From an optimization exercise on the open Yosys and OpenROAD flow, aimed at small area, a short achievable clock period and few clock cycles per item; shortcuts taken in it are not production practice.
The RTL was checked by simulation tests, not by an equivalence proof against the original design.

`design/flow/config.mk`:
```
export PLATFORM = sky130hd
export DESIGN_NAME = alu_datapath
export DESIGN_NICKNAME = alu_datapath
export VERILOG_FILES = /design/flow/design.v
export SDC_FILE = /design/flow/constraint.sdc
export NUM_CORES = 4
export LEC_CHECK = 0
export CAP_MARGIN = 20
export CORE_MARGIN = 2
export CORE_UTILIZATION = 45
export SLEW_MARGIN = 20
```
`design/flow/constraint.sdc`:
```
create_clock -name core_clock -period 13.0 [get_ports {clock}]
set_input_delay 2.6000 -clock core_clock [delete_from_list [all_inputs] [get_ports {clock}]]
set_output_delay 2.6000 -clock core_clock [all_outputs]
set_load 0.01 [all_outputs]
```
`design/flow/design.v`:
```
`default_nettype none
package alu_types_pkg;
	typedef logic [32-1:0] word_t;
	typedef logic [2*32-1:0] dword_t;
	typedef enum logic [3:0] {
		OP_AND  = 4'd0,
		OP_OR   = 4'd1,
		OP_NEG  = 4'd2,
		OP_NOT  = 4'd3,
		OP_ADD  = 4'd4,
		OP_SUB  = 4'd5,
		OP_MUL  = 4'd6,
		OP_DIV  = 4'd7,
		OP_SHR  = 4'd8,
		OP_SHRA = 4'd9,
		OP_SHL  = 4'd10,
		OP_ROR  = 4'd11,
		OP_ROL  = 4'd12
	} alu_op_t;
	typedef struct packed {
		alu_op_t op;
		word_t   y;
		word_t   b;
	} operand_s;
endpackage
`default_nettype wire
`default_nettype none
package alu_ctrl_pkg;
	typedef enum logic [1:0] {
		DIV_IDLE,
		DIV_PREP,
		DIV_ITER,
		DIV_FIX
	} div_state_t;
	typedef struct packed {
		logic [32-1:0] hi;
		logic [32-1:0] lo;
	} result_s;
endpackage
`default_nettype wire
`timescale 1ns/1ps
`default_nettype none
module alu_datapath (
	input  wire        clock,
	input  wire        rst_n,
	input  wire [31:0] bus,
	input  wire        y_in,
	input  wire        start,
	input  wire [3:0]  op,
	output wire [31:0] z_hi,
	output wire [31:0] z_lo,
	output logic       done,
	output logic       busy
);
	localparam int W = 37;    
	localparam logic [3:0] OP_AND = 4'd0, OP_OR = 4'd1, OP_NEG = 4'd2, OP_NOT = 4'd3,
		OP_ADD = 4'd4, OP_SUB = 4'd5, OP_MUL = 4'd6, OP_DIV = 4'd7,
		OP_SHR = 4'd8, OP_SHRA = 4'd9, OP_SHL = 4'd10, OP_ROR = 4'd11, OP_ROL = 4'd12;
	logic [31:0] y_q;       
	logic        ypend;     
	logic [31:0] b_q;       
	logic [3:0]  op_q;
	logic        v_s;       
	logic        p_div;     
	logic        st_mul;    
	logic        st_p2;     
	logic        st_dit;    
	logic        st_fin;    
	logic        st_last;   
	logic [4:0]  cnt;
	logic [31:0] a_q;       
	logic [32:0] c_q;       
	logic        lc;        
	logic [31:0] q_q;       
	logic [1:0]  dg_one, dg_two, dg_neg;    
	logic        neg_q, neg_r;
	logic        triv_q;    
	logic        bz_q;      
	logic [63:0] z_q;
	wire take     = start & ~busy;
	wire mul_end  = st_mul & (cnt == 5'd7);
	wire div_end  = st_dit & (cnt == 5'd31);
	logic [31:0] ax_src;
	always_comb begin
		if (st_dit)       ax_src = {a_q[30:0], q_q[31]};
		else if (st_fin)  ax_src = q_q;
		else if (st_last) ax_src = a_q;
		else              ax_src = y_q;
	end
	wire        div_inv = ~a_q[31] ^ b_q[31];    
	wire        ax_inv = st_fin ? neg_q : (~st_dit & ~st_last & ((op_q == OP_NEG) | (p_div & y_q[31])));
	wire [31:0] ax = ax_src ^ {32{ax_inv}};
	logic [31:0] aw;
	logic        acin;
	always_comb begin
		if (st_last) begin
			aw = c_q[31:0];
			acin = lc;
		end else if (st_dit) begin
			aw = b_q ^ {32{div_inv}};
			acin = div_inv;
		end else begin
			aw = (op_q == OP_ADD) ? b_q : ((op_q == OP_SUB) ? ~b_q : 32'd0);
			acin = (op_q == OP_SUB) | ax_inv;
		end
	end
	wire [32:0] addr_w = {ax, 1'b1} + {aw, acin};
	wire [31:0] addr = addr_w[32:1];
	wire        sh_left = st_p2 | (op_q == OP_SHL) | (op_q == OP_ROL);
	wire [31:0] sh_src = st_p2 ? q_q : y_q;
	wire [4:0]  sh_amt = st_p2 ? cnt : b_q[4:0];
	wire [5:0]  mk_amt = {st_p2 & triv_q, sh_amt};    
	wire [4:0]  sh_r = sh_left ? 5'd0 - sh_amt : sh_amt;
	logic [31:0] rot;
	always_comb begin
		rot = sh_src;
		for (int i = 0; i < 5; i++) begin
			if (sh_r[i]) rot = (rot >> (1 << i)) | (rot << (32 - (1 << i)));
		end
	end
	wire [31:0] lomask = mk_amt[5] ? 32'hffffffff : ~(32'hffffffff << mk_amt[4:0]);
	wire [31:0] himask = ~(32'hffffffff >> sh_amt);
	wire [31:0] sh_lo = rot & lomask;
	wire [31:0] sh_shl = rot & ~lomask;
	wire [31:0] sh_shr = rot & ~himask;
	wire [31:0] sh_shra = sh_shr | (himask & {32{y_q[31]}});
	logic [31:0] sres;
	always_comb begin
		case (op_q)
			OP_AND:  sres = y_q & b_q;
			OP_OR:   sres = y_q | b_q;
			OP_NOT:  sres = ~y_q;
			OP_NEG, OP_ADD, OP_SUB: sres = addr;
			OP_SHR:  sres = sh_shr;
			OP_SHRA: sres = sh_shra;
			OP_SHL:  sres = sh_shl;
			OP_ROR, OP_ROL: sres = rot;
			default: sres = 32'd0;
		endcase
	end
	wire fin_add = st_fin & a_q[31];
	wire one0 = (dg_one[0] & st_mul) | fin_add;
	wire two0 = dg_two[0] & st_mul;
	wire neg0 = (dg_neg[0] & st_mul) | (fin_add & (neg_r ^ b_q[31]));
	wire one1 = dg_one[1] & st_mul;
	wire two1 = dg_two[1] & st_mul;
	wire neg1 = dg_neg[1] & st_mul;
	wire [33:0] m34 = {{2{b_q[31]}}, b_q};
	wire [33:0] mag0 = (one0 ? m34 : (two0 ? {m34[32:0], 1'b0} : 34'd0)) ^ {34{neg0}};
	wire [33:0] mag1 = (one1 ? m34 : (two1 ? {m34[32:0], 1'b0} : 34'd0)) ^ {34{neg1}};
	wire          acc_on = st_mul & (cnt != 5'd0);
	wire [W-1:0]  sx = acc_on ? {{(W-32){a_q[31]}}, a_q} :
	                   (st_fin ? {{(W-32){a_q[31]}}, a_q} ^ {W{neg_r}} : '0);
	wire [W-1:0]  cx = acc_on ? {{(W-33){c_q[32]}}, c_q} : '0;
	wire [W-1:0]  r1 = {{(W-34){mag0[33]}}, mag0};
	wire [W-1:0]  r2 = {{(W-36){mag1[33]}}, mag1, {2{neg1}}};
	wire [W-1:0]  s1 = sx ^ cx ^ r1;
	wire [W-1:0]  m1 = (sx & cx) | (sx & r1) | (cx & r1);
	wire [W-1:0]  c1 = {m1[W-2:0], neg0};
	wire [W-1:0]  s2 = s1 ^ c1 ^ r2;
	wire [W-1:0]  m2 = (s1 & c1) | (s1 & r2) | (c1 & r2);
	wire [W-1:0]  c2 = {m2[W-2:0], neg1};
	wire [4:0]    low = {1'b0, s2[3:0]} + {1'b0, c2[3:0]} + {4'd0, lc};
	function automatic [2:0] booth(input [2:0] g);    
		booth = {g[1] ^ g[0], (g == 3'b011) | (g == 3'b100), g[2] & ~(g[1] & g[0])};
	endfunction
	wire [31:0] mq = (cnt == 5'd0) ? y_q : q_q;
	wire [3:0]  y_nx = ypend ? b_q[3:0] : y_q[3:0];
	wire [4:0]  dsrc = busy ? mq[7:3] : {y_nx, 1'b0};
	wire [2:0]  dn0 = booth(dsrc[2:0]);
	wire [2:0]  dn1 = booth(dsrc[4:2]);
	function automatic [4:0] lsb31(input [31:0] x);
		logic [30:0] t;
		t = x[30:0] ^ x[31:1];
		lsb31 = 5'd31;
		for (int i = 0; i < 31; i++) begin
			if (t[i]) lsb31 = 5'(30 - i);
		end
	endfunction
	wire [4:0] ls_a = lsb31(y_q);
	wire [4:0] ls_d = lsb31(b_q);
	wire [6:0] kval = 7'd31 + {2'b0, ls_a} - {2'b0, ls_d} - {6'd0, y_q[31]};    
	wire bz   = (b_q == 32'd0);
	wire triv = bz | (~kval[6] & kval[5]);
	wire [4:0] kcl = kval[6] ? 5'd0 : kval[4:0];
	always_ff @(posedge clock or negedge rst_n) begin
		if (!rst_n) begin
			y_q   <= '0;
			ypend <= 1'b0;
		end else begin
			if (y_in & ~take) y_q <= bus;
			else if (ypend)   y_q <= b_q;
			ypend <= y_in & take;
		end
	end
	always_ff @(posedge clock) begin
		if (!busy) begin
			b_q  <= bus;
			op_q <= op;
		end
	end
	always_ff @(posedge clock or negedge rst_n) begin
		if (!rst_n) begin
			v_s     <= 1'b0;
			p_div   <= 1'b0;
			st_mul  <= 1'b0;
			st_p2   <= 1'b0;
			st_dit  <= 1'b0;
			st_fin  <= 1'b0;
			st_last <= 1'b0;
			busy    <= 1'b0;
			done    <= 1'b0;
		end else begin
			v_s     <= take & (op != OP_MUL) & (op != OP_DIV);
			p_div   <= take & (op == OP_DIV);
			st_mul  <= (take & (op == OP_MUL)) | (st_mul & ~mul_end);
			st_p2   <= p_div;
			st_dit  <= (st_p2 & ~triv_q) | (st_dit & ~div_end);
			st_fin  <= div_end | (st_p2 & triv_q);
			st_last <= mul_end | st_fin;
			if (take) busy <= (op == OP_MUL) | (op == OP_DIV);
			else if (mul_end | st_fin) busy <= 1'b0;
			done    <= v_s | st_last;
		end
	end
	always_ff @(posedge clock) begin
		if (!busy) cnt <= 5'd0;
		else if (p_div) cnt <= triv ? 5'd0 : kcl;
		else if (st_mul | st_dit) cnt <= cnt + 5'd1;
		if (p_div) begin
			neg_q  <= (y_q[31] ^ b_q[31]) | bz;
			neg_r  <= y_q[31];
			triv_q <= triv;
			bz_q   <= bz;
		end
		if (!busy | st_mul) begin
			dg_one <= {dn1[2], dn0[2]};
			dg_two <= {dn1[1], dn0[1]};
			dg_neg <= {dn1[0], dn0[0]};
		end
		if (!busy) lc <= 1'b0;
		else if (st_mul) lc <= low[4];
		else if (st_fin) lc <= neg_r;
		if (st_mul) a_q <= s2[35:4];
		else if (st_fin) a_q <= s2[31:0];
		else if (st_p2) a_q <= sh_lo;
		else if (st_dit) a_q <= addr;
		if (st_mul) c_q <= c2[36:4];
		else if (st_fin) c_q <= {1'b0, c2[31:0]};
		if (p_div | st_fin) q_q <= addr;
		else if (st_mul) q_q <= {low[3:0], mq[31:4]};
		else if (st_p2) q_q <= {sh_shl[31:1], sh_shl[0] | bz_q};
		else if (st_dit) q_q <= {q_q[30:0], ~addr[31]};
	end
	wire [31:0] zh_d = st_last ? addr : 32'd0;
	wire [31:0] zl_d = st_last ? q_q : sres;
	wire zload = v_s | st_last;
	always_ff @(posedge clock or negedge rst_n) begin
		if (!rst_n) z_q <= '0;
		else if (zload) z_q <= {zh_d, zl_d};
	end
	assign z_hi = z_q[63:32];
	assign z_lo = z_q[31:0];
endmodule
`default_nettype wire
```
`design/flow/flow/run.sh`:
```
#!/bin/bash
set -euo pipefail
bash standard.sh SETUP_SLACK_MARGIN=8.5 finish > standard_flow.log 2>&1
```
`design/flow/standard.sh`:
```
#!/bin/bash
# synth_recipe.tcl (not shown) runs the flow's synth.tcl, then flattens the netlist and writes it again
# the make line also repeats each setting of config.mk as NAME=value (left out here)
make -C /OpenROAD-flow-scripts/flow DESIGN_CONFIG=/design/flow/config.mk WORK_HOME=/design/flow/orfs CLKGATE_MAP_FILE= SYNTH_SCRIPT=/design/flow/synth_recipe.tcl "${@:-finish}"
```
==> results of run 1 <==
-- cells in the mapped netlist, drive strengths merged (32+ instances only) --
cell / count
clkbuf: 251
nor2: 292
a22o: 37
o21ai: 344
a21oi: 291
nand3: 43
o22ai: 39
fa: 71
a31oi: 54
mux2: 89
dfrtp: 106
edfxtp: 143
inv: 105
nand2: 379
nor3: 32
buf: 47
ha: 74
xnor2: 183
and3: 46
mux2i: 175
a21o: 40
a22oi: 43
-- worst register-to-register path, cell delays in order, from the launching register on --
cell	delay (ns)
sky130_fd_sc_hd__edfxtp_1	0.40
sky130_fd_sc_hd__buf_6	0.14
sky130_fd_sc_hd__or4bb_4	0.65
sky130_fd_sc_hd__buf_12	0.19
sky130_fd_sc_hd__clkbuf_16	0.18
sky130_fd_sc_hd__o21ai_2	0.13
sky130_fd_sc_hd__o21ai_1	0.07
sky130_fd_sc_hd__o21ai_1	0.15
sky130_fd_sc_hd__ha_1	0.28
sky130_fd_sc_hd__nand2_2	0.10
sky130_fd_sc_hd__nor2_2	0.05
sky130_fd_sc_hd__o41ai_2	0.32
sky130_fd_sc_hd__o31a_4	0.28
sky130_fd_sc_hd__a2111oi_4	0.09
sky130_fd_sc_hd__or3_4	0.42
sky130_fd_sc_hd__mux2i_4	0.21
sky130_fd_sc_hd__or4_4	0.48
sky130_fd_sc_hd__a211o_1	0.28
-- flip-flops by register name, indices dropped and copies added, names as in the netlist, 2 cells and up --
name / count
dg_one: 2
a_q: 32
op_q: 4
y_q: 32
q_q: 32
b_q: 32
cnt: 5
c_q: 33
dg_two: 2
z_q: 64
dg_neg: 2
-- final timing paths --
kind | cells past startpoint | slack, ns | from | to
max | 17 | 8.32 | op_q[1] | a_q[30]
min | 2 | 0.48 | z_q[57] | z_q[57]
max reg2reg | 17 | 8.32 | op_q[1] | a_q[30]
min reg2reg | 2 | 0.48 | z_q[57] | z_q[57]
max in group asynchronous | 2 | 9.42 | rst_n | st_dit
min in group asynchronous | 1 | 2.07 | rst_n | z_q[41]
-- repair_timing --
item | in CTS | in global routing
gates resized for setup | 136 | 192
buffers inserted | 63 | 51
gates cloned | 5 | 9
endpoints found under the setup margin | 149 | 88
pin swaps | 34 | 64
-- through the flow --
stage / cell area (sq um) / hold WS, ns
after floorplan: 26600 / 0.451
after global placement: 28300 / 0.464
after detailed placement: 28300 / 0.474
after CTS: 30700 / 0.486
after global routing: 32100 / 0.524
final: 32100 / 0.482
-- layout make-up --
class	count	area, sq um
Antenna cell	5	12.5
Clock buffer	42	943
Clock inverter	20	195
Fill cell	5380	26600
Inverter	106	413
Multi-Input combinational cell	2598	19100
Sequential cell	255	7090
Tap cell	773	967
Timing Repair Buffer	330	3370
-- metal layers --
metal	vias up	GRT usage
met5	-	0
met4	12	0.371
met3	632	0.215
met2	2498	0.655
met1	13900	0.593
li1	11900	-
-- cell families (layout without fill, tap and decap cells) --
family / count (synthesis) / after routing / synth area share
other cells: 0 / 5 / 0
compound gates: 1019 / 1020 / 0.233
simple gates: 925 / 925 / 0.153
fa+ha+maj: 145 / 145 / 0.0884
mux: 294 / 294 / 0.130
flops: 255 / 255 / 0.266
xor+xnor: 214 / 214 / 0.0712
buf+inv: 404 / 498 / 0.0587
-- placed cells by master (no fill, tap or decap), drive strengths merged, types with 50 or more instances in the layout --
| cell | count |
|---|---|
| clkdlybuf4s50 | 104 |
| ha | 74 |
| fa | 71 |
| mux2i | 175 |
| a31oi | 54 |
| nor2 | 292 |
| buf | 214 |
| clkbuf | 50 |
| dfrtp | 106 |
| inv | 106 |
| edfxtp | 143 |
| a21oi | 291 |
| o21ai | 344 |
| nand2 | 379 |
| xnor2 | 183 |
| mux2 | 89 |
==> flow_metrics.py, run 1 <==
metrics = {
    "setup_path": {
        "timing.critical_path.buf_inv": 3,
        "crit_path_top_delay_cell": "sky130_fd_sc_hd__or4bb_4",
        "cp_most_frequent_cell": "sky130_fd_sc_hd__o21ai_1",
        "worst-endpoint-required_ns": 13.32,
        "path_cells": "buf_6, or4bb_4, buf_12, clkbuf_16, o21ai_2, o21ai_1, o21ai_1, ha_1, nand2_2, nor2_2, o41ai_2, o31a_4, a2111oi_4, or3_4, mux2i_4, or4_4, a211o_1",
        "startpoint_type": "flop",
        "critical_path.top_delay_family": "simple AND/OR/NAND/NOR gates",
        "critPathMaxFanout": 7,
        "worst-endpoint-arrival_ns": 5.00,
        "setup_crit_end_kind": "flop",
        "cp_slowest_stage_delay_ns": 0.65,
        "timing_worst_setup_path_type": "flop to flop",
    },
    "yosys": {
        "synth_cell_type_count": 88,
        "yosys_most_used_dff": "sky130_fd_sc_hd__edfxtp_1",
        "synth.largest_area_cell": "sky130_fd_sc_hd__edfxtp_1",
        "synth_area_sq_mm": 0.0266,
        "post_synth_edffs": 143,
        "fraction_of_registers_with_async_set_or_reset_after_synthesis": 0.416,
        "synth_top_cells_by_area": "sky130_fd_sc_hd__edfxtp_1 16%, sky130_fd_sc_hd__dfrtp_1 10%, sky130_fd_sc_hd__mux2i_1 6.5%",
        "ys_seq_area_frac": 0.266,
        "synth.net_count": 3441,
        "synth_cells": 3256,
        "synth.top_cell.area_share": 0.162,
        "yosys_register_bits": 255,
        "synth_warnings": 1,
        "postSynthAreaPerCell_sq_um": 8.16,
    },
    "drt": {
        "postRouteWirelength_um": 153000,
        "initialDrtViolationCount": 4281,
        "met3_wire_len_um": 23700,
        "detail_route.vias_per_cell": 7.02,
        "drc_errors": 0,
        "top_signal_layer_used": "met5",
        "num_vias": 29000,
        "drt-met1-wl_um": 54200,
        "routedWlPerCell_um": 36.9,
        "drtAntennaViolNets": 0,
        "total_met2_wirelength_after_detailed_routing_um": 59500,
        "drt_first_pass_iters": 6,
    },
    "layout": {
        "area.growth.synth_to_final_pct": 20.8,
        "layoutNonFillerInstCount": 4129,
        "final_core_util": 0.547,
        "fraction_of_layout_cells_with_a_size_suffix_above_1": 0.186,
        "num-nets-final": 3511,
    },
    "sta": {
        "grt_setup_unrepaired": "true",
        "clock.fmax_mhz": 214,
        "setup-violations-final": 0,
        "tightest_slew_ns": 1.38,
        "period_needed_ns": 4.68,
        "layout_worst_path_cycle_share": 0.360,
        "setup_tns_ns": 0,
        "timing_hold_violations_final": 0,
        "timing_max_transition_violations_final": 0,
        "worst_setup_slack_final_ns": 8.32,
        "finClkSkew_ns": 0.0231,
        "max-slew-margin-rel": 0.0763,
    },
    "clocking": {
        "cts.clk_slew.worst_paths_ns": 0.06,
        "worstSkewPairLatency_ns": 0.58,
        "cts_inserted_buffers": 35,
        "cts_max_level": 2,
        "ctsLongestPathBuffers": 3,
        "cts_hold_repair.buffers": 0,
        "tritoncts": "yes",
        "clkSinkCount": 255,
        "clockRootBuffer": "sky130_fd_sc_hd__clkbuf_16",
    },
    "min_path": {
        "hp-class": "flop to flop",
    },
    "floorplanning": {
        "fp.dieH_um": 247,
        "boundaryPins": 106,
        "die_area_sq_mm": 0.0610,
        "die_width_um": 247,
        "num_rows": 89,
        "start_util": 0.452,
        "core_area_sq_mm": 0.0587,
    },
    "place": {
        "place.port_buffers": 105,
        "final_estimated_routing_congestion_in_global_placement": 1.08,
        "dp_slack_ns": 7.03,
        "cells_after_dpl": 3934,
        "dp.final_hpwl_um": 105000,
    },
    "global_routing": {
        "congestion_overflow_gr": 0,
        "antenna_found_initial": 10,
        "global_route_wire_length_before_repair_um": 206000,
        "number_of_global_route_vias_before_repair": 26400,
        "grt_start_max_net_pins": 81,
        "grt_util_all_layers": 0.483,
    },
    "outcome": {
        "result_of_the_run": "complete, no violations",
    },
    "job": {
        "max-cap-violations": 0,
    },
}
Testbench counts, summed over its fixed seeds: cycles 9,521, ops 2,400.
==> run 2, diff against run 1 <==
--- a/design/flow/design.v
+++ b/design/flow/design.v
@@ -60,5 +60,8 @@
 	logic        ypend;     
 	logic [31:0] b_q;       
-	logic [3:0]  op_q;
+	logic        f_and, f_or, f_not, f_ar, f_shr, f_shra, f_shl, f_rot;
+	logic [4:0]  rsh_q;     
+	logic [4:0]  lsa_q, lsd_q;    
+	logic        x_inv_q, w_b_q, w_inv_q;
 	logic        v_s;       
 	logic        p_div;     
@@ -88,33 +91,17 @@
 		else              ax_src = y_q;
 	end
-	wire        div_inv = ~a_q[31] ^ b_q[31];    
-	wire        ax_inv = st_fin ? neg_q : (~st_dit & ~st_last & ((op_q == OP_NEG) | (p_div & y_q[31])));
-	wire [31:0] ax = ax_src ^ {32{ax_inv}};
-	logic [31:0] aw;
-	logic        acin;
-	always_comb begin
-		if (st_last) begin
-			aw = c_q[31:0];
-			acin = lc;
-		end else if (st_dit) begin
-			aw = b_q ^ {32{div_inv}};
-			acin = div_inv;
-		end else begin
-			aw = (op_q == OP_ADD) ? b_q : ((op_q == OP_SUB) ? ~b_q : 32'd0);
-			acin = (op_q == OP_SUB) | ax_inv;
-		end
-	end
+	wire [31:0] ax = ax_src ^ {32{x_inv_q}};
+	wire [31:0] aw = st_last ? c_q[31:0] : ({32{w_b_q}} & (b_q ^ {32{w_inv_q}}));
+	wire        acin = x_inv_q | (w_b_q & w_inv_q) | (st_last & lc);
 	wire [32:0] addr_w = {ax, 1'b1} + {aw, acin};
 	wire [31:0] addr = addr_w[32:1];
-	wire        sh_left = st_p2 | (op_q == OP_SHL) | (op_q == OP_ROL);
 	wire [31:0] sh_src = st_p2 ? q_q : y_q;
 	wire [4:0]  sh_amt = st_p2 ? cnt : b_q[4:0];
 	wire [5:0]  mk_amt = {st_p2 & triv_q, sh_amt};    
-	wire [4:0]  sh_r = sh_left ? 5'd0 - sh_amt : sh_amt;
 	logic [31:0] rot;
 	always_comb begin
 		rot = sh_src;
 		for (int i = 0; i < 5; i++) begin
-			if (sh_r[i]) rot = (rot >> (1 << i)) | (rot << (32 - (1 << i)));
+			if (rsh_q[i]) rot = (rot >> (1 << i)) | (rot << (32 - (1 << i)));
 		end
 	end
@@ -125,18 +112,8 @@
 	wire [31:0] sh_shr = rot & ~himask;
 	wire [31:0] sh_shra = sh_shr | (himask & {32{y_q[31]}});
-	logic [31:0] sres;
-	always_comb begin
-		case (op_q)
-			OP_AND:  sres = y_q & b_q;
-			OP_OR:   sres = y_q | b_q;
-			OP_NOT:  sres = ~y_q;
-			OP_NEG, OP_ADD, OP_SUB: sres = addr;
-			OP_SHR:  sres = sh_shr;
-			OP_SHRA: sres = sh_shra;
-			OP_SHL:  sres = sh_shl;
-			OP_ROR, OP_ROL: sres = rot;
-			default: sres = 32'd0;
-		endcase
-	end
+	wire [31:0] sres = ({32{f_and}} & (y_q & b_q)) | ({32{f_or}} & (y_q | b_q)) |
+	                   ({32{f_not}} & ~y_q) | ({32{f_ar}} & addr) |
+	                   ({32{f_shr}} & sh_shr) | ({32{f_shra}} & sh_shra) |
+	                   ({32{f_shl}} & sh_shl) | ({32{f_rot}} & rot);
 	wire fin_add = st_fin & a_q[31];
 	wire one0 = (dg_one[0] & st_mul) | fin_add;
@@ -178,10 +155,11 @@
 		end
 	endfunction
-	wire [4:0] ls_a = lsb31(y_q);
-	wire [4:0] ls_d = lsb31(b_q);
-	wire [6:0] kval = 7'd31 + {2'b0, ls_a} - {2'b0, ls_d} - {6'd0, y_q[31]};    
+	wire [4:0] ls_y = ypend ? lsd_q : lsb31(y_q);
+	wire [6:0] kval = 7'd31 + {2'b0, lsa_q} - {2'b0, lsd_q} - {6'd0, y_q[31]};    
+	wire [4:0] kneg = 5'd1 + lsd_q - lsa_q + {4'd0, y_q[31]};    
 	wire bz   = (b_q == 32'd0);
 	wire triv = bz | (~kval[6] & kval[5]);
 	wire [4:0] kcl = kval[6] ? 5'd0 : kval[4:0];
+	wire [4:0] kclneg = (triv | kval[6]) ? 5'd0 : kneg;
 	always_ff @(posedge clock or negedge rst_n) begin
 		if (!rst_n) begin
@@ -196,7 +174,23 @@
 	always_ff @(posedge clock) begin
 		if (!busy) begin
-			b_q  <= bus;
-			op_q <= op;
-		end
+			b_q    <= bus;
+			f_and  <= (op == OP_AND);
+			f_or   <= (op == OP_OR);
+			f_not  <= (op == OP_NOT);
+			f_ar   <= (op == OP_NEG) | (op == OP_ADD) | (op == OP_SUB);
+			f_shr  <= (op == OP_SHR);
+			f_shra <= (op == OP_SHRA);
+			f_shl  <= (op == OP_SHL);
+			f_rot  <= (op == OP_ROR) | (op == OP_ROL);
+			rsh_q  <= ((op == OP_SHL) | (op == OP_ROL)) ? 5'd0 - bus[4:0] : bus[4:0];
+			lsa_q  <= ls_y;
+			lsd_q  <= lsb31(bus);
+		end else if (p_div) begin
+			rsh_q  <= kclneg;    
+		end
+		x_inv_q <= (take & ((op == OP_NEG) | ((op == OP_DIV) & (ypend ? b_q[31] : y_q[31])))) |
+		           ((div_end | (st_p2 & triv_q)) & neg_q);
+		w_b_q   <= (take & ((op == OP_ADD) | (op == OP_SUB))) | (st_p2 & ~triv_q) | (st_dit & ~div_end);
+		w_inv_q <= (take & (op == OP_SUB)) | (st_p2 & ~b_q[31]) | (st_dit & (~addr[31] ^ b_q[31]));
 	end
 	always_ff @(posedge clock or negedge rst_n) begin
==> run 2 against run 1 <==
Against the previous run:
- first-iteration DRC count increased by 18%
- count of clock-buffer cells in the layout increased by 11
- global-route usage decreased by 1.4 points
- highest routed layer unchanged
==> flow_metrics.py, run 2 <==
metrics = {
    "setup_path": {
        "worst-endpoint-arrival_ns": 4.77,
        "timing.critical_path.buf_inv": 5,
        "critPathMaxFanout": 19,
        "worst-endpoint-required_ns": 13.29,
        "setup_crit_end_kind": "flop",
        "critical_path.top_delay_family": "adder cells",
        "startpoint_type": "flop",
        "cp_slowest_stage_delay_ns": 0.65,
        "crit_path_top_delay_cell": "sky130_fd_sc_hd__a22oi_1",
        "cp_most_frequent_cell": "sky130_fd_sc_hd__buf_12",
        "path_cells": "inv_1, ha_1, and3_4, buf_12, nor2_4, buf_12, nor2b_4, buf_12, buf_4, xnor2_1, nor2_1, fa_1, fa_1, a22oi_1, nand4_1",
        "timing_worst_setup_path_type": "flop to flop",
    },
    "drt": {
        "detail_route.vias_per_cell": 7.17,
        "drt-met1-wl_um": 57500,
        "postRouteWirelength_um": 157000,
        "met3_wire_len_um": 24000,
        "drtAntennaViolNets": 0,
        "drc_errors": 0,
        "drt_first_pass_iters": 6,
        "routedWlPerCell_um": 38.2,
        "top_signal_layer_used": "met5",
        "total_met2_wirelength_after_detailed_routing_um": 63300,
        "num_vias": 29600,
        "initialDrtViolationCount": 5035,
    },
    "global_routing": {
        "grt_util_all_layers": 0.469,
        "number_of_global_route_vias_before_repair": 27700,
        "congestion_overflow_gr": 0,
        "grt_start_max_net_pins": 85,
        "antenna_found_initial": 15,
        "global_route_wire_length_before_repair_um": 218000,
    },
    "clocking": {
        "cts_max_level": 2,
        "cts_hold_repair.buffers": 0,
        "cts.clk_slew.worst_paths_ns": 0.06,
        "clkSinkCount": 277,
        "clockRootBuffer": "sky130_fd_sc_hd__clkbuf_16",
        "cts_inserted_buffers": 38,
        "tritoncts": "yes",
        "ctsLongestPathBuffers": 3,
        "worstSkewPairLatency_ns": 0.61,
    },
    "place": {
        "cells_after_dpl": 4028,
        "dp.final_hpwl_um": 113000,
        "final_estimated_routing_congestion_in_global_placement": 1.10,
        "dp_slack_ns": 6.81,
        "place.port_buffers": 105,
    },
    "layout": {
        "layoutNonFillerInstCount": 4122,
        "area.growth.synth_to_final_pct": 13.7,
        "most_common_library_cell_in_the_layout_ignoring_fill_and_taps": "sky130_fd_sc_hd__nand2_1",
        "largest_register": "z_q",
        "fraction_of_layout_cells_with_a_size_suffix_above_1": 0.149,
        "largest_register_ffs": 64,
        "layout.cells.most_common_list": "365 x sky130_fd_sc_hd__nand2_1, 294 x sky130_fd_sc_hd__a21oi_1, 288 x sky130_fd_sc_hd__o21ai_0",
        "num-nets-final": 3416,
        "biggestRegsByFlops": "z_q x64, c_q x33",
    },
    "yosys": {
        "synth_cells": 3262,
        "postSynthAreaPerCell_sq_um": 8.73,
        "synth_top_cells_by_area": "sky130_fd_sc_hd__edfxtp_1 17%, sky130_fd_sc_hd__dfrtp_1 9.3%, sky130_fd_sc_hd__mux4_2 8.0%",
        "yosys_register_bits": 277,
        "synth_warnings": 1,
        "post_synth_edffs": 162,
        "library_cell_with_the_highest_instance_count_after_synthesis": "sky130_fd_sc_hd__nand2_1",
        "synth_area_sq_mm": 0.0285,
        "synth.top_cell.area_share": 0.171,
        "yosys_most_used_dff": "sky130_fd_sc_hd__edfxtp_1",
        "ys_seq_area_frac": 0.270,
        "synth.net_count": 3437,
        "synth.largest_area_cell": "sky130_fd_sc_hd__edfxtp_1",
        "synth_cell_type_count": 83,
        "netlist_top_cells_count": "365 x sky130_fd_sc_hd__nand2_1, 300 x sky130_fd_sc_hd__o21ai_0, 297 x sky130_fd_sc_hd__a21oi_1",
        "fraction_of_registers_with_async_set_or_reset_after_synthesis": 0.383,
    },
    "floorplanning": {
        "die_area_sq_mm": 0.0653,
        "start_util": 0.453,
        "boundaryPins": 106,
        "num_rows": 92,
        "fp.dieH_um": 256,
        "die_width_um": 256,
        "core_area_sq_mm": 0.0629,
    },
    "sta": {
        "max-slew-margin-rel": 0.125,
        "setup-violations-final": 0,
        "worst_setup_slack_final_ns": 8.52,
        "timing.hold.ws_ns": 0.478,
        "setup_tns_ns": 0,
        "timing_hold_violations_final": 0,
        "clock.fmax_mhz": 223,
        "period_needed_ns": 4.48,
        "layout_worst_path_cycle_share": 0.345,
        "timing_max_transition_violations_final": 0,
        "finClkSkew_ns": 0.0471,
        "tightest_slew_ns": 1.30,
        "grt_setup_unrepaired": "true",
    },
    "job": {
        "max-cap-violations": 0,
    },
    "outcome": {
        "result_of_the_run": "complete, no violations",
    },
    "min_path": {
        "hp-class": "flop to flop",
    },
}
## run 2: changes by cell type in the layout (fill, tap and decap cells not counted), sizes merged, moves of 29 or more
cell   previous run  this run
mux4             30       114
buf             214       148
nor2            292       252
a31oi            54        20
a22oi            43        12
and2             15        45
xnor2           183       154
## run 2: layout make-up
| class | count | area, sq um |
|---|---|---|
| Clock buffer | 53 | 1130 |
| Fill cell | 5905 | 30500 |
| Tap cell | 846 | 1060 |
| Antenna cell | 5 | 12.5 |
| Timing Repair Buffer | 257 | 2430 |
| Clock inverter | 17 | 181 |
| Multi-Input combinational cell | 2578 | 19500 |
| Sequential cell | 277 | 7730 |
| Inverter | 89 | 339 |
## run 2: what timing repair did
item	4_1_cts	5_1_grt
buffers inserted	10	4
endpoints found under the setup margin	123	72
gates resized for setup	56	56
gates cloned	3	2
pin swaps	4	7
## run 2: path summary, 6_finish.rpt
path | slack (ns) | from | cells past startpoint | end
min in group asynchronous | 1.83 | rst_n | 1 | z_q[2]
max reg2reg | 8.52 | cnt[0] | 15 | a_q[28]
min | 0.48 | z_q[59] | 2 | z_q[59]
max in group asynchronous | 9.30 | rst_n | 3 | st_last
max | 8.52 | cnt[0] | 15 | a_q[28]
min reg2reg | 0.48 | z_q[59] | 2 | z_q[59]
## run 2: worst register-to-register path, stage by stage (launching register included)
cell and delay (ns):
sky130_fd_sc_hd__dfxtp_2 0.39, sky130_fd_sc_hd__inv_1 0.10, sky130_fd_sc_hd__ha_1 0.21, sky130_fd_sc_hd__and3_4 0.21
sky130_fd_sc_hd__buf_12 0.15, sky130_fd_sc_hd__nor2_4 0.17, sky130_fd_sc_hd__buf_12 0.19, sky130_fd_sc_hd__nor2b_4 0.08
sky130_fd_sc_hd__buf_12 0.13, sky130_fd_sc_hd__buf_4 0.22, sky130_fd_sc_hd__xnor2_1 0.18, sky130_fd_sc_hd__nor2_1 0.22
sky130_fd_sc_hd__fa_1 0.54, sky130_fd_sc_hd__fa_1 0.58, sky130_fd_sc_hd__a22oi_1 0.65, sky130_fd_sc_hd__nand4_1 0.18
## run 2: cells by family after synthesis
| kind of cell | after synthesis | share of synthesized area |
|---|---|---|
| AND/OR/NAND/NOR | 905 | 0.142 |
| multiplexers | 337 | 0.174 |
| flip-flops | 277 | 0.270 |
| AO/OA/AOI/OAI | 993 | 0.214 |
| adder cells (fa/ha/maj) | 135 | 0.0786 |
| XOR/XNOR | 208 | 0.0640 |
| buffers and inverters | 407 | 0.0581 |
## run 2: metrics by stage
stage | area, sq um | utilization
final | 32400 | 0.515
after global routing | 32400 | 0.515
after CTS | 32100 | 0.511
after detailed placement | 30400 | 0.483
after global placement | 30300 | 0.483
after floorplan | 28500 | -
## run 2: per-layer routing
metal,up-vias,global-route usage
li1,11900,-
met1,14300,0.598
met2,2673,0.656
met3,633,0.191
met4,14,0.296
met5,-,0.00292
Testbench counts of run 2, summed over its fixed seeds: cycles 9,521, ops 2,400.
==> run 3, diff against run 2 <==
==> design/flow/flow/run.sh (replaced) <==
#!/bin/bash
set -euo pipefail
bash standard.sh SETUP_SLACK_MARGIN=9 finish > standard_flow.log 2>&1
==> run 3 against run 2 <==
Against the previous run:
- count of clock-buffer cells in the layout down 2
- utilization up 1.9 points
- setup slack better by 0.39 ns
- largest cell class unchanged
- die area unchanged
- still clean on timing, DRC and antenna
- flip-flop and latch count unchanged
- via count up 2.6%
- critical path type unchanged
==> flow_metrics.py, run 3 <==
metrics = {
    "outcome": {
        "result_of_the_run": "complete, no violations",
    },
    "floorplanning": {
        "boundaryPins": 106,
        "fp.dieH_um": 256,
        "core_area_sq_mm": 0.0629,
        "start_util": 0.453,
        "num_rows": 92,
        "die_width_um": 256,
        "die_area_sq_mm": 0.0653,
    },
    "layout": {
        "largest_register": "z_q",
        "largest_register_ffs": 64,
        "num-nets-final": 3495,
        "layout.cells.most_common_list": "363 x sky130_fd_sc_hd__nand2_1, 281 x sky130_fd_sc_hd__a21oi_1, 251 x sky130_fd_sc_hd__o21ai_0",
        "biggestRegsByFlops": "z_q x64, c_q x33",
        "area.growth.synth_to_final_pct": 18.0,
        "most_common_library_cell_in_the_layout_ignoring_fill_and_taps": "sky130_fd_sc_hd__nand2_1",
        "fraction_of_layout_cells_with_a_size_suffix_above_1": 0.195,
        "fin_area_sq_mm": 0.0336,
        "final_core_util": 0.535,
    },
    "yosys": {
        "library_cell_with_the_highest_instance_count_after_synthesis": "sky130_fd_sc_hd__nand2_1",
        "synth_top_cells_by_area": "sky130_fd_sc_hd__edfxtp_1 17%, sky130_fd_sc_hd__dfrtp_1 9.3%, sky130_fd_sc_hd__mux4_2 8.0%",
        "post_synth_edffs": 162,
        "ys_seq_area_frac": 0.270,
        "netlist_top_cells_count": "365 x sky130_fd_sc_hd__nand2_1, 300 x sky130_fd_sc_hd__o21ai_0, 297 x sky130_fd_sc_hd__a21oi_1",
        "postSynthAreaPerCell_sq_um": 8.73,
        "synth_area_sq_mm": 0.0285,
        "synth_cells": 3262,
        "synth.top_cell.area_share": 0.171,
        "yosys_register_bits": 277,
        "synth.largest_area_cell": "sky130_fd_sc_hd__edfxtp_1",
        "synth.net_count": 3437,
        "synth_cell_type_count": 83,
        "fraction_of_registers_with_async_set_or_reset_after_synthesis": 0.383,
        "synth_warnings": 1,
        "yosys_most_used_dff": "sky130_fd_sc_hd__edfxtp_1",
    },
    "clocking": {
        "cts_inserted_buffers": 39,
        "clkSinkCount": 277,
        "cts.clk_slew.worst_paths_ns": 0.06,
        "worstSkewPairLatency_ns": 0.59,
        "tritoncts": "yes",
        "cts_hold_repair.buffers": 0,
        "cts_max_level": 2,
        "ctsLongestPathBuffers": 3,
        "clockRootBuffer": "sky130_fd_sc_hd__clkbuf_16",
    },
    "sta": {
        "grt_setup_unrepaired": "true",
        "tightest_slew_ns": 1.14,
        "worst_setup_slack_final_ns": 8.91,
        "setup_tns_ns": 0,
        "setup-violations-final": 0,
        "timing_hold_violations_final": 0,
        "clock.fmax_mhz": 245,
        "period_needed_ns": 4.09,
        "timing_max_transition_violations_final": 0,
        "max-slew-margin-rel": 0.231,
        "layout_worst_path_cycle_share": 0.314,
        "finClkSkew_ns": 0.0207,
    },
    "global_routing": {
        "congestion_overflow_gr": 0,
        "global_route_wire_length_before_repair_um": 221000,
        "antenna_found_initial": 16,
        "number_of_global_route_vias_before_repair": 27600,
        "grt_start_max_net_pins": 85,
        "grt_util_all_layers": 0.476,
    },
    "drt": {
        "drc_errors": 0,
        "detail_route.vias_per_cell": 7.21,
        "num_vias": 30300,
        "postRouteWirelength_um": 161000,
        "drt_first_pass_iters": 7,
        "drtAntennaViolNets": 0,
        "routedWlPerCell_um": 38.4,
        "initialDrtViolationCount": 5112,
    },
    "setup_path": {
        "reg2reg_to": "z_q[24]",
        "setup_crit_end_kind": "flop",
        "timing_worst_setup_path_type": "flop to flop",
        "r2r_slack_ns": 8.91,
        "startpoint_type": "flop",
        "worst_r2r_path_depth": 10,
        "worst-endpoint-arrival_ns": 4.53,
        "worst-endpoint-required_ns": 13.45,
        "critPathMaxFanout": 21,
        "regToRegStartpoint": "st_last",
    },
    "min_path": {
        "number_of_instances_on_the_worst_hold_path": 2,
        "hp-class": "flop to flop",
        "holdCritStartpoint": "z_q[59]",
        "holdPathEnd": "z_q[59]",
    },
    "place": {
        "final_estimated_routing_congestion_in_global_placement": 1.10,
        "dp_slack_ns": 7.51,
        "place.port_buffers": 105,
        "post_dp_cell_area_sq_mm": 0.0304,
        "dp.final_hpwl_um": 114000,
    },
    "job": {
        "max-cap-violations": 0,
    },
}
==> run 3: metrics by stage <==
step / instances / hold slack [ns]
floorplan: 3262 / 0.431
finish: 4204 / 0.472
detailed placement: 4032 / 0.471
CTS: 4155 / 0.472
global route: 4196 / 0.504
global placement: 4032 / 0.465
==> run 3: worst max-delay path, stage by stage, from the launching register on <==
cell	delay, ns
sky130_fd_sc_hd__dfrtp_4	0.53
sky130_fd_sc_hd__buf_12	0.16
sky130_fd_sc_hd__bufbuf_16	0.31
sky130_fd_sc_hd__buf_4	0.23
sky130_fd_sc_hd__inv_1	0.27
sky130_fd_sc_hd__buf_4	0.36
sky130_fd_sc_hd__nand2_1	0.46
sky130_fd_sc_hd__a211oi_1	0.87
sky130_fd_sc_hd__o21ai_0	0.27
sky130_fd_sc_hd__a21oi_1	0.30
sky130_fd_sc_hd__a21oi_1	0.12
==> run 3: worst max path at each step <==
stage                 start        to  slack, ns  cells past startpoint
floorplan            bus[3]  lsd_q[1]       8.96                      8
global placement    st_last   w_inv_q       7.56                     15
detailed placement  st_last   w_inv_q       7.51                     15
CTS                  st_fin   q_q[31]       9.00                     14
global route        st_last   a_q[22]       8.80                     17
finish              st_last   z_q[24]       8.91                     10
==> run 3: logic make-up after synthesis <==
group           Yosys count  share of synthesized area
compound gates          993                      0.214
simple gates            905                      0.142
buf+inv                 407                     0.0581
mux                     337                      0.174
flops                   277                      0.270
xor+xnor                208                     0.0640
fa+ha+maj               135                     0.0786
==> run 3: timing repair <==
action,4_1_cts,5_1_grt
setup buffers,47,35
gates resized for setup,213,161
endpoints found under the hold margin,0,0
cloned,7,4
endpoints found under the setup margin,224,83
pin swaps,23,45
==> run 3: layout make-up <==
cell class | instances | area [sq um]
clock buffers | 51 | 1080
well taps | 846 | 1060
multi-input cells | 2578 | 20100
fillers | 5837 | 29300
flip-flops and latches | 277 | 7740
repair buffers | 335 | 3120
inverters | 89 | 344
diodes | 10 | 25.0
clock inverters | 18 | 170
==> run 3: metal layers <==
layer,part of all wire,track usage,up-vias
met5,0.00053,0,-
met4,0.081,0.298,14
met3,0.16,0.180,655
met2,0.40,0.657,2874
met1,0.36,0.626,14700
li1,-,-,12100
==> run 4, diff against run 3 <==
--- a/design/flow/design.v
+++ b/design/flow/design.v
@@ -71,4 +71,5 @@
 	logic        st_fin;    
 	logic        st_last;   
+	logic        xs_a;      
 	logic [4:0]  cnt;
 	logic [31:0] a_q;       
@@ -88,10 +89,10 @@
 		if (st_dit)       ax_src = {a_q[30:0], q_q[31]};
 		else if (st_fin)  ax_src = q_q;
-		else if (st_last) ax_src = a_q;
+		else if (xs_a)    ax_src = a_q;
 		else              ax_src = y_q;
 	end
 	wire [31:0] ax = ax_src ^ {32{x_inv_q}};
-	wire [31:0] aw = st_last ? c_q[31:0] : ({32{w_b_q}} & (b_q ^ {32{w_inv_q}}));
-	wire        acin = x_inv_q | (w_b_q & w_inv_q) | (st_last & lc);
+	wire [31:0] aw = xs_a ? c_q[31:0] : ({32{w_b_q}} & (b_q ^ {32{w_inv_q}}));
+	wire        acin = x_inv_q | (w_b_q & w_inv_q) | (xs_a & lc);
 	wire [32:0] addr_w = {ax, 1'b1} + {aw, acin};
 	wire [31:0] addr = addr_w[32:1];
@@ -189,4 +190,5 @@
 			rsh_q  <= kclneg;    
 		end
+		xs_a    <= (take & (op == OP_MUL)) | st_mul | st_fin;
 		x_inv_q <= (take & ((op == OP_NEG) | ((op == OP_DIV) & (ypend ? b_q[31] : y_q[31])))) |
 		           ((div_end | (st_p2 & triv_q)) & neg_q);
@@ -247,10 +249,8 @@
 		else if (st_dit) q_q <= {q_q[30:0], ~addr[31]};
 	end
-	wire [31:0] zh_d = st_last ? addr : 32'd0;
-	wire [31:0] zl_d = st_last ? q_q : sres;
-	wire zload = v_s | st_last;
 	always_ff @(posedge clock or negedge rst_n) begin
 		if (!rst_n) z_q <= '0;
-		else if (zload) z_q <= {zh_d, zl_d};
+		else if (v_s) z_q <= {32'd0, sres};
+		else if (st_last) z_q <= {addr, q_q};
 	end
 	assign z_hi = z_q[63:32];
==> design/flow/flow/run.sh (replaced) <==
#!/bin/bash
set -euo pipefail
bash standard.sh "BUFFER_PORTS_ARGS=-buffer_cell sky130_fd_sc_hd__buf_1" SETUP_SLACK_MARGIN=9 finish > standard_flow.log 2>&1
==> run 4 against run 3 <==
Against the previous run:
- still clean on timing, DRC and antenna
- die area down 4.7%
- via count down 5.0%
- critical path type unchanged
- highest routed layer unchanged
==> flow_metrics.py, run 4 <==
metrics = {
    "clocking": {
        "cts_max_level": 2,
        "tritoncts": "yes",
        "cts_inserted_buffers": 38,
        "ctsLongestPathBuffers": 3,
        "clkSinkCount": 278,
        "cts.clk_slew.worst_paths_ns": 0.06,
        "clockRootBuffer": "sky130_fd_sc_hd__clkbuf_16",
        "worstSkewPairLatency_ns": 0.62,
    },
    "place": {
        "final_estimated_routing_congestion_in_global_placement": 1.05,
        "place.port_buffers": 105,
        "cells_after_dpl": 3990,
        "dp_slack_ns": 8.06,
        "dp.final_hpwl_um": 104000,
    },
    "layout": {
        "area.growth.synth_to_final_pct": 16.3,
        "num-nets-final": 3501,
        "most_common_library_cell_in_the_layout_ignoring_fill_and_taps": "sky130_fd_sc_hd__nand2_1",
        "biggestRegsByFlops": "z_q x64, c_q x33",
        "layoutNonFillerInstCount": 4144,
        "largest_register": "z_q",
        "layout.cells.most_common_list": "402 x sky130_fd_sc_hd__nand2_1, 309 x sky130_fd_sc_hd__nor2_1, 304 x sky130_fd_sc_hd__a21oi_1",
        "largest_register_ffs": 64,
        "fraction_of_layout_cells_with_a_size_suffix_above_1": 0.166,
    },
    "setup_path": {
        "timing_worst_setup_path_type": "flop to flop",
        "worst-endpoint-required_ns": 13.34,
        "r2r_slack_ns": 8.94,
        "timing.critical_path.buf_inv": 1,
        "startpoint_type": "flop",
        "worst-endpoint-arrival_ns": 4.40,
        "critical_path.top_delay_family": "multiplexers",
        "critPathMaxFanout": 54,
        "crit_path_top_delay_cell": "sky130_fd_sc_hd__mux4_2",
        "setup_crit_end_kind": "flop",
        "path_cells": "buf_4, mux2_2, mux4_2, mux4_2, mux2i_2, nor3_1, a21oi_2, o21ai_1, mux2_2",
        "cp_slowest_stage_delay_ns": 0.53,
    },
    "outcome": {
        "result_of_the_run": "complete, no violations",
    },
    "drt": {
        "routedWlPerCell_um": 36.2,
        "num_vias": 28800,
        "drc_errors": 0,
        "initialDrtViolationCount": 4767,
        "drt_first_pass_iters": 6,
        "drtAntennaViolNets": 0,
        "postRouteWirelength_um": 150000,
        "detail_route.vias_per_cell": 6.95,
    },
    "yosys": {
        "synth_cell_type_count": 71,
        "synth.largest_area_cell": "sky130_fd_sc_hd__edfxtp_1",
        "yosys_register_bits": 278,
        "postSynthAreaPerCell_sq_um": 8.24,
        "synth.top_cell.area_share": 0.179,
        "synth_warnings": 1,
        "ys_seq_area_frac": 0.284,
        "netlist_top_cells_count": "405 x sky130_fd_sc_hd__nand2_1, 320 x sky130_fd_sc_hd__a21oi_1, 315 x sky130_fd_sc_hd__nor2_1",
        "synth_cells": 3291,
        "synth_area_sq_mm": 0.0271,
        "fraction_of_registers_with_async_set_or_reset_after_synthesis": 0.381,
        "synth.net_count": 3466,
        "library_cell_with_the_highest_instance_count_after_synthesis": "sky130_fd_sc_hd__nand2_1",
        "yosys_most_used_dff": "sky130_fd_sc_hd__edfxtp_1",
        "synth_top_cells_by_area": "sky130_fd_sc_hd__edfxtp_1 18%, sky130_fd_sc_hd__dfrtp_1 9.8%, sky130_fd_sc_hd__a21oi_1 5.9%",
        "post_synth_edffs": 162,
    },
    "floorplanning": {
        "num_rows": 90,
        "start_util": 0.452,
        "core_area_sq_mm": 0.0600,
        "fp.dieH_um": 250,
        "boundaryPins": 106,
        "die_width_um": 250,
        "die_area_sq_mm": 0.0623,
    },
    "global_routing": {
        "grt_start_max_net_pins": 71,
        "globalRouteMet2Util": 0.648,
        "grt_util_all_layers": 0.463,
        "number_of_global_route_vias_before_repair": 26300,
        "grtUsageMet3": 0.140,
        "antenna_found_initial": 9,
        "congestion_overflow_gr": 0,
        "globalRouteMet1Util": 0.616,
        "gr-max-usage-layer": "met2",
        "global_route_wire_length_before_repair_um": 205000,
    },
    "sta": {
        "clock.fmax_mhz": 246,
        "setup_tns_ns": 0,
        "grt_setup_unrepaired": "true",
        "finClkSkew_ns": 0.0507,
        "period_needed_ns": 4.06,
        "worst_setup_slack_final_ns": 8.94,
        "layout_worst_path_cycle_share": 0.312,
        "timing_max_transition_violations_final": 0,
        "timing_hold_violations_final": 0,
        "max-slew-margin-rel": 0.207,
        "tightest_slew_ns": 1.19,
        "setup-violations-final": 0,
    },
    "min_path": {
        "hp-class": "flop to flop",
    },
    "job": {
        "max-cap-violations": 0,
    },
}
## run 4: changes by cell type after synthesis, moves of 23 or more
cell,previous run,this run
sky130_fd_sc_hd__a21oi_1,297,320
sky130_fd_sc_hd__a22o_1,37,14
sky130_fd_sc_hd__nand2_1,365,405
sky130_fd_sc_hd__mux4_2,101,55
sky130_fd_sc_hd__and2_1,45,14
sky130_fd_sc_hd__and3_1,45,82
sky130_fd_sc_hd__nor2_1,252,315
## run 4: timing repair
item,CTS,global route
hold buffers,0,0
setup endpoints to repair,113,69
pin swaps,16,41
gates cloned,7,7
setup buffers,30,34
resized for setup,114,126
## run 4: final timing paths
path / startpoint / endpoint / cells past startpoint
max: rsh_q[0] / a_q[17] / 9
min: z_q[0] / z_q[0] / 2
max reg2reg: rsh_q[0] / a_q[17] / 9
min reg2reg: z_q[0] / z_q[0] / 2
max in group asynchronous: rst_n / st_last / 2
min in group asynchronous: rst_n / z_q[18] / 1
## run 4: worst min-delay path: stages, from the launching register on
cell,delay [ns]
sky130_fd_sc_hd__dfrtp_1,0.34
sky130_fd_sc_hd__nand2_1,0.05
sky130_fd_sc_hd__o21ai_0,0.06
## run 4: layout make-up
cell class              count  area (sq um)
well taps                 782           978
fillers                  5707         28500
repair buffers            301          2430
inverters                  96           383
flip-flops and latches    278          7780
diodes                      6          15.0
clock inverters            22           265
clock buffers              48          1070
multi-input cells        2611         18600
## run 4: through the flow
| stage | cell area, sq um | hold slack [ns] | utilization |
|---|---|---|---|
| finish | 31600 | 0.480 | 0.526 |
| global route | 31500 | 0.499 | 0.525 |
| CTS | 30600 | 0.485 | 0.509 |
| detailed placement | 28400 | 0.473 | 0.472 |
| global placement | 28300 | 0.465 | 0.472 |
| floorplan | 27200 | 0.431 | - |
## run 4: kinds of logic after synthesis
group | Yosys count | share of synthesized area
and+or+nand+nor | 1016 | 0.164
AOI/OAI and AO/OA | 968 | 0.210
buffers and inverters | 402 | 0.0578
muxes | 282 | 0.133
DFF | 278 | 0.284
xor gates and xnor gates | 210 | 0.0678
adders and majority gates | 135 | 0.0825
## run 4: layer usage
metal | part of all wire | routed length [um]
met5 | 0.00046 | 69
met4 | 0.087 | 13000
met3 | 0.14 | 20700
met2 | 0.40 | 60500
met1 | 0.37 | 55600
Testbench counts of run 4, summed over its fixed seeds: cycles 9,521, ops 2,400.
==> run 5, diff against run 4 <==
--- a/design/flow/design.v
+++ b/design/flow/design.v
@@ -176,18 +176,17 @@
 		if (!busy) begin
 			b_q    <= bus;
-			f_and  <= (op == OP_AND);
-			f_or   <= (op == OP_OR);
-			f_not  <= (op == OP_NOT);
-			f_ar   <= (op == OP_NEG) | (op == OP_ADD) | (op == OP_SUB);
-			f_shr  <= (op == OP_SHR);
-			f_shra <= (op == OP_SHRA);
-			f_shl  <= (op == OP_SHL);
-			f_rot  <= (op == OP_ROR) | (op == OP_ROL);
-			rsh_q  <= ((op == OP_SHL) | (op == OP_ROL)) ? 5'd0 - bus[4:0] : bus[4:0];
-			lsa_q  <= ls_y;
-			lsd_q  <= lsb31(bus);
-		end else if (p_div) begin
-			rsh_q  <= kclneg;    
-		end
+		end
+		f_and  <= (op == OP_AND);
+		f_or   <= (op == OP_OR);
+		f_not  <= (op == OP_NOT);
+		f_ar   <= (op == OP_NEG) | (op == OP_ADD) | (op == OP_SUB);
+		f_shr  <= (op == OP_SHR);
+		f_shra <= (op == OP_SHRA);
+		f_shl  <= (op == OP_SHL);
+		f_rot  <= (op == OP_ROR) | (op == OP_ROL);
+		if (p_div) rsh_q <= kclneg;    
+		else rsh_q <= ((op == OP_SHL) | (op == OP_ROL)) ? 5'd0 - bus[4:0] : bus[4:0];
+		lsa_q  <= ls_y;
+		lsd_q  <= lsb31(bus);
 		xs_a    <= (take & (op == OP_MUL)) | st_mul | st_fin;
 		x_inv_q <= (take & ((op == OP_NEG) | ((op == OP_DIV) & (ypend ? b_q[31] : y_q[31])))) |
==> run 5 against run 4 <==
Against the previous run:
- still clean on timing, DRC and antenna
- fmax grew 1.5%
- die area shrank 1.1%
- count of clock-buffer cells in the layout grew 3
- non-clock buffer count shrank 17
==> flow_metrics.py, run 5 <==
metrics = {
    "sta": {
        "grt_setup_unrepaired": "true",
        "layout_worst_path_cycle_share": 0.308,
        "timing.hold.ws_ns": 0.487,
        "period_needed_ns": 4.00,
        "setup_tns_ns": 0,
        "worst_setup_slack_final_ns": 9.00,
        "timing_hold_violations_final": 0,
        "timing_max_transition_violations_final": 0,
        "clock.fmax_mhz": 250,
        "finClkSkew_ns": 0.0368,
        "max-slew-margin-rel": 0.239,
        "tightest_slew_ns": 1.14,
        "setup-violations-final": 0,
    },
    "drt": {
        "drtAntennaViolNets": 0,
        "initialDrtViolationCount": 4592,
        "detail_route.vias_per_cell": 7.00,
        "num_vias": 28600,
        "routedWlPerCell_um": 35.5,
        "postRouteWirelength_um": 145000,
        "drc_errors": 0,
        "drt_first_pass_iters": 6,
    },
    "clocking": {
        "clkSinkCount": 278,
        "cts.clk_slew.worst_paths_ns": 0.06,
        "cts_max_level": 2,
        "worstSkewPairLatency_ns": 0.60,
        "cts_inserted_buffers": 36,
        "clockRootBuffer": "sky130_fd_sc_hd__clkbuf_16",
        "tritoncts": "yes",
        "ctsLongestPathBuffers": 3,
        "cts_hold_repair.buffers": 0,
    },
    "global_routing": {
        "grt_util_all_layers": 0.462,
        "congestion_overflow_gr": 0,
        "grt_start_max_net_pins": 69,
        "antenna_found_initial": 10,
        "global_route_wire_length_before_repair_um": 200000,
        "number_of_global_route_vias_before_repair": 26000,
    },
    "min_path": {
        "hp-class": "flop to flop",
        "number_of_instances_on_the_worst_hold_path": 2,
        "holdPathEnd": "z_q[54]",
        "holdCritStartpoint": "z_q[54]",
    },
    "yosys": {
        "ys_seq_area_frac": 0.279,
        "synth_top_cells_by_area": "sky130_fd_sc_hd__edfxtp_1 16%, sky130_fd_sc_hd__dfrtp_1 9.9%, sky130_fd_sc_hd__nand2_1 6.2%",
        "netlist_top_cells_count": "446 x sky130_fd_sc_hd__nand2_1, 305 x sky130_fd_sc_hd__a21oi_1, 246 x sky130_fd_sc_hd__nor2_1",
        "library_cell_with_the_highest_instance_count_after_synthesis": "sky130_fd_sc_hd__nand2_1",
        "synth_area_sq_mm": 0.0268,
        "synth.top_cell.area_share": 0.156,
        "synth_warnings": 1,
        "post_synth_edffs": 139,
        "fraction_of_registers_with_async_set_or_reset_after_synthesis": 0.381,
        "synth_cells": 3251,
        "yosys_most_used_dff": "sky130_fd_sc_hd__edfxtp_1",
        "synth.net_count": 3426,
        "synth_cell_type_count": 89,
        "synth.largest_area_cell": "sky130_fd_sc_hd__edfxtp_1",
        "yosys_register_bits": 278,
        "postSynthAreaPerCell_sq_um": 8.25,
    },
    "floorplanning": {
        "die_width_um": 248,
        "boundaryPins": 106,
        "core_area_sq_mm": 0.0590,
        "start_util": 0.455,
        "fp.dieH_um": 248,
        "num_rows": 89,
        "die_area_sq_mm": 0.0616,
    },
    "setup_path": {
        "worst_r2r_path_depth": 17,
        "critPathMaxFanout": 5,
        "timing_worst_setup_path_type": "flop to flop",
        "worst-endpoint-required_ns": 13.44,
        "reg2reg_to": "q_q[30]",
        "worst-endpoint-arrival_ns": 4.44,
        "startpoint_type": "flop",
        "regToRegStartpoint": "cnt[0]",
        "r2r_slack_ns": 9.00,
        "setup_crit_end_kind": "flop",
    },
    "layout": {
        "area.growth.synth_to_final_pct": 15.1,
        "most_common_library_cell_in_the_layout_ignoring_fill_and_taps": "sky130_fd_sc_hd__nand2_1",
        "largest_register_ffs": 64,
        "num-nets-final": 3454,
        "largest_register": "z_q",
        "layout.cells.most_common_list": "445 x sky130_fd_sc_hd__nand2_1, 291 x sky130_fd_sc_hd__a21oi_1, 240 x sky130_fd_sc_hd__nor2_1",
        "fraction_of_layout_cells_with_a_size_suffix_above_1": 0.151,
        "biggestRegsByFlops": "z_q x64, c_q x33",
    },
    "job": {
        "max-cap-violations": 0,
    },
    "place": {
        "place.port_buffers": 105,
        "dp_slack_ns": 7.62,
        "dp.final_hpwl_um": 105000,
        "final_estimated_routing_congestion_in_global_placement": 1.09,
    },
    "outcome": {
        "result_of_the_run": "complete, no violations",
    },
}
[run 5: per-stage QoR]
stage / std cells / cell area (sq um) / utilization
after global placement: 3947 / 28000 / 0.474
after global routing: 4080 / 30900 / 0.523
final: 4088 / 30900 / 0.523
after CTS: 4045 / 29900 / 0.507
after floorplan: 3251 / 26800 / -
after detailed placement: 3949 / 28000 / 0.475
[run 5: worst max path at each step]
| stage | from | endpoint | cells past startpoint |
|---|---|---|---|
| 2_1_floorplan | xs_a | w_inv_q | 17 |
| 3_3_place_gp | xs_a | a_q[11] | 10 |
| 4_1_cts | st_fin | q_q[20] | 14 |
| 5_1_grt | st_mul | q_q[30] | 16 |
| 3_5_place_dp | st_mul | q_q[30] | 16 |
| 6_report | cnt[0] | q_q[30] | 17 |
[run 5: timing repair]
action	CTS	global route
pin swaps	13	33
resized for setup	82	126
gates cloned	7	4
setup buffers	23	30
setup endpoints to repair	160	72
[run 5: cell families after synthesis]
family | after synthesis | synth area share
mux | 269 | 0.128
fa+ha+maj | 135 | 0.0834
xor+xnor | 202 | 0.0659
flops | 278 | 0.279
buf+inv | 384 | 0.0557
simple gates | 1022 | 0.171
compound gates | 961 | 0.218
[run 5: worst max-delay path, stage by stage, from the launching register on]
cell                      delay (ns)
sky130_fd_sc_hd__dfxtp_4        0.36
sky130_fd_sc_hd__inv_4          0.06
sky130_fd_sc_hd__ha_4           0.12
sky130_fd_sc_hd__nor4b_4        0.28
sky130_fd_sc_hd__buf_12         0.16
sky130_fd_sc_hd__o21ai_4        0.06
sky130_fd_sc_hd__buf_12         0.14
sky130_fd_sc_hd__buf_12         0.12
sky130_fd_sc_hd__xnor2_4        0.18
sky130_fd_sc_hd__o21ai_4        0.09
sky130_fd_sc_hd__fa_1           0.49
sky130_fd_sc_hd__fa_2           0.52
sky130_fd_sc_hd__fa_2           0.41
sky130_fd_sc_hd__nor2b_1        0.15
sky130_fd_sc_hd__nor3_2         0.32
sky130_fd_sc_hd__a31oi_1        0.08
sky130_fd_sc_hd__o211a_1        0.18
sky130_fd_sc_hd__a21oi_2        0.10
[run 5: cell type report]
cell class / count / area (sq um)
inverters: 88 / 337
well taps: 773 / 967
flip-flops and latches: 278 / 7530
repair buffers: 284 / 2180
clock buffers: 51 / 1040
multi-input cells: 2591 / 18700
fillers: 5616 / 28100
diodes: 8 / 20.0
clock inverters: 15 / 159
[run 5: routing by layer]
layer / track usage / share of wire / routed length [um] / vias up
li1: - / - / - / 11800
met1: 0.610 / 0.37 / 54100 / 13700
met2: 0.644 / 0.40 / 57800 / 2552
met3: 0.153 / 0.15 / 21600 / 596
met4: 0.296 / 0.080 / 11700 / 4
met5: 0.00159 / 0.00019 / 27 / -
Testbench counts of run 5, summed over its fixed seeds: cycles 9,521, ops 2,400.

[separate check: timing with driven ports]
In the flow no input, the clock included, has a driving cell. The finished layouts below were timed again as built, in two steps. Step 1 (the two cells are an assumption about what drives the block):
set clk [get_ports {clock}]
set_driving_cell -lib_cell sky130_fd_sc_hd__clkbuf_16 $clk
set_driving_cell -lib_cell sky130_fd_sc_hd__buf_2 [delete_from_list [all_inputs] $clk]
Step 2 moves the port delays by t, midway between the first and last clock arrival at a register: inputs arrive t later, outputs are due t later. That takes back most of the time a late clock gives input paths. Slacks: ideal / step 1 / step 2; pairs: ideal / step 1.
run	shift t [ns]	setup slack, ns	worst setup path at the end
run 1	0.637	8.323 / 8.323 / 8.323	register to register
run 2	0.649	8.521 / 8.521 / 8.040	input to register
run 3	0.649	8.914 / 8.914 / 8.368	input to register
run 4	0.668	8.939 / 8.939 / 8.312	input to register
run 5	0.637	9.001 / 8.993 / 8.544	input to register
After both steps every run listed still meets setup and hold. For run 4, which loses most, drivers alone change the setup slack by 0.000 ns; drivers and shift together by -0.627 ns.
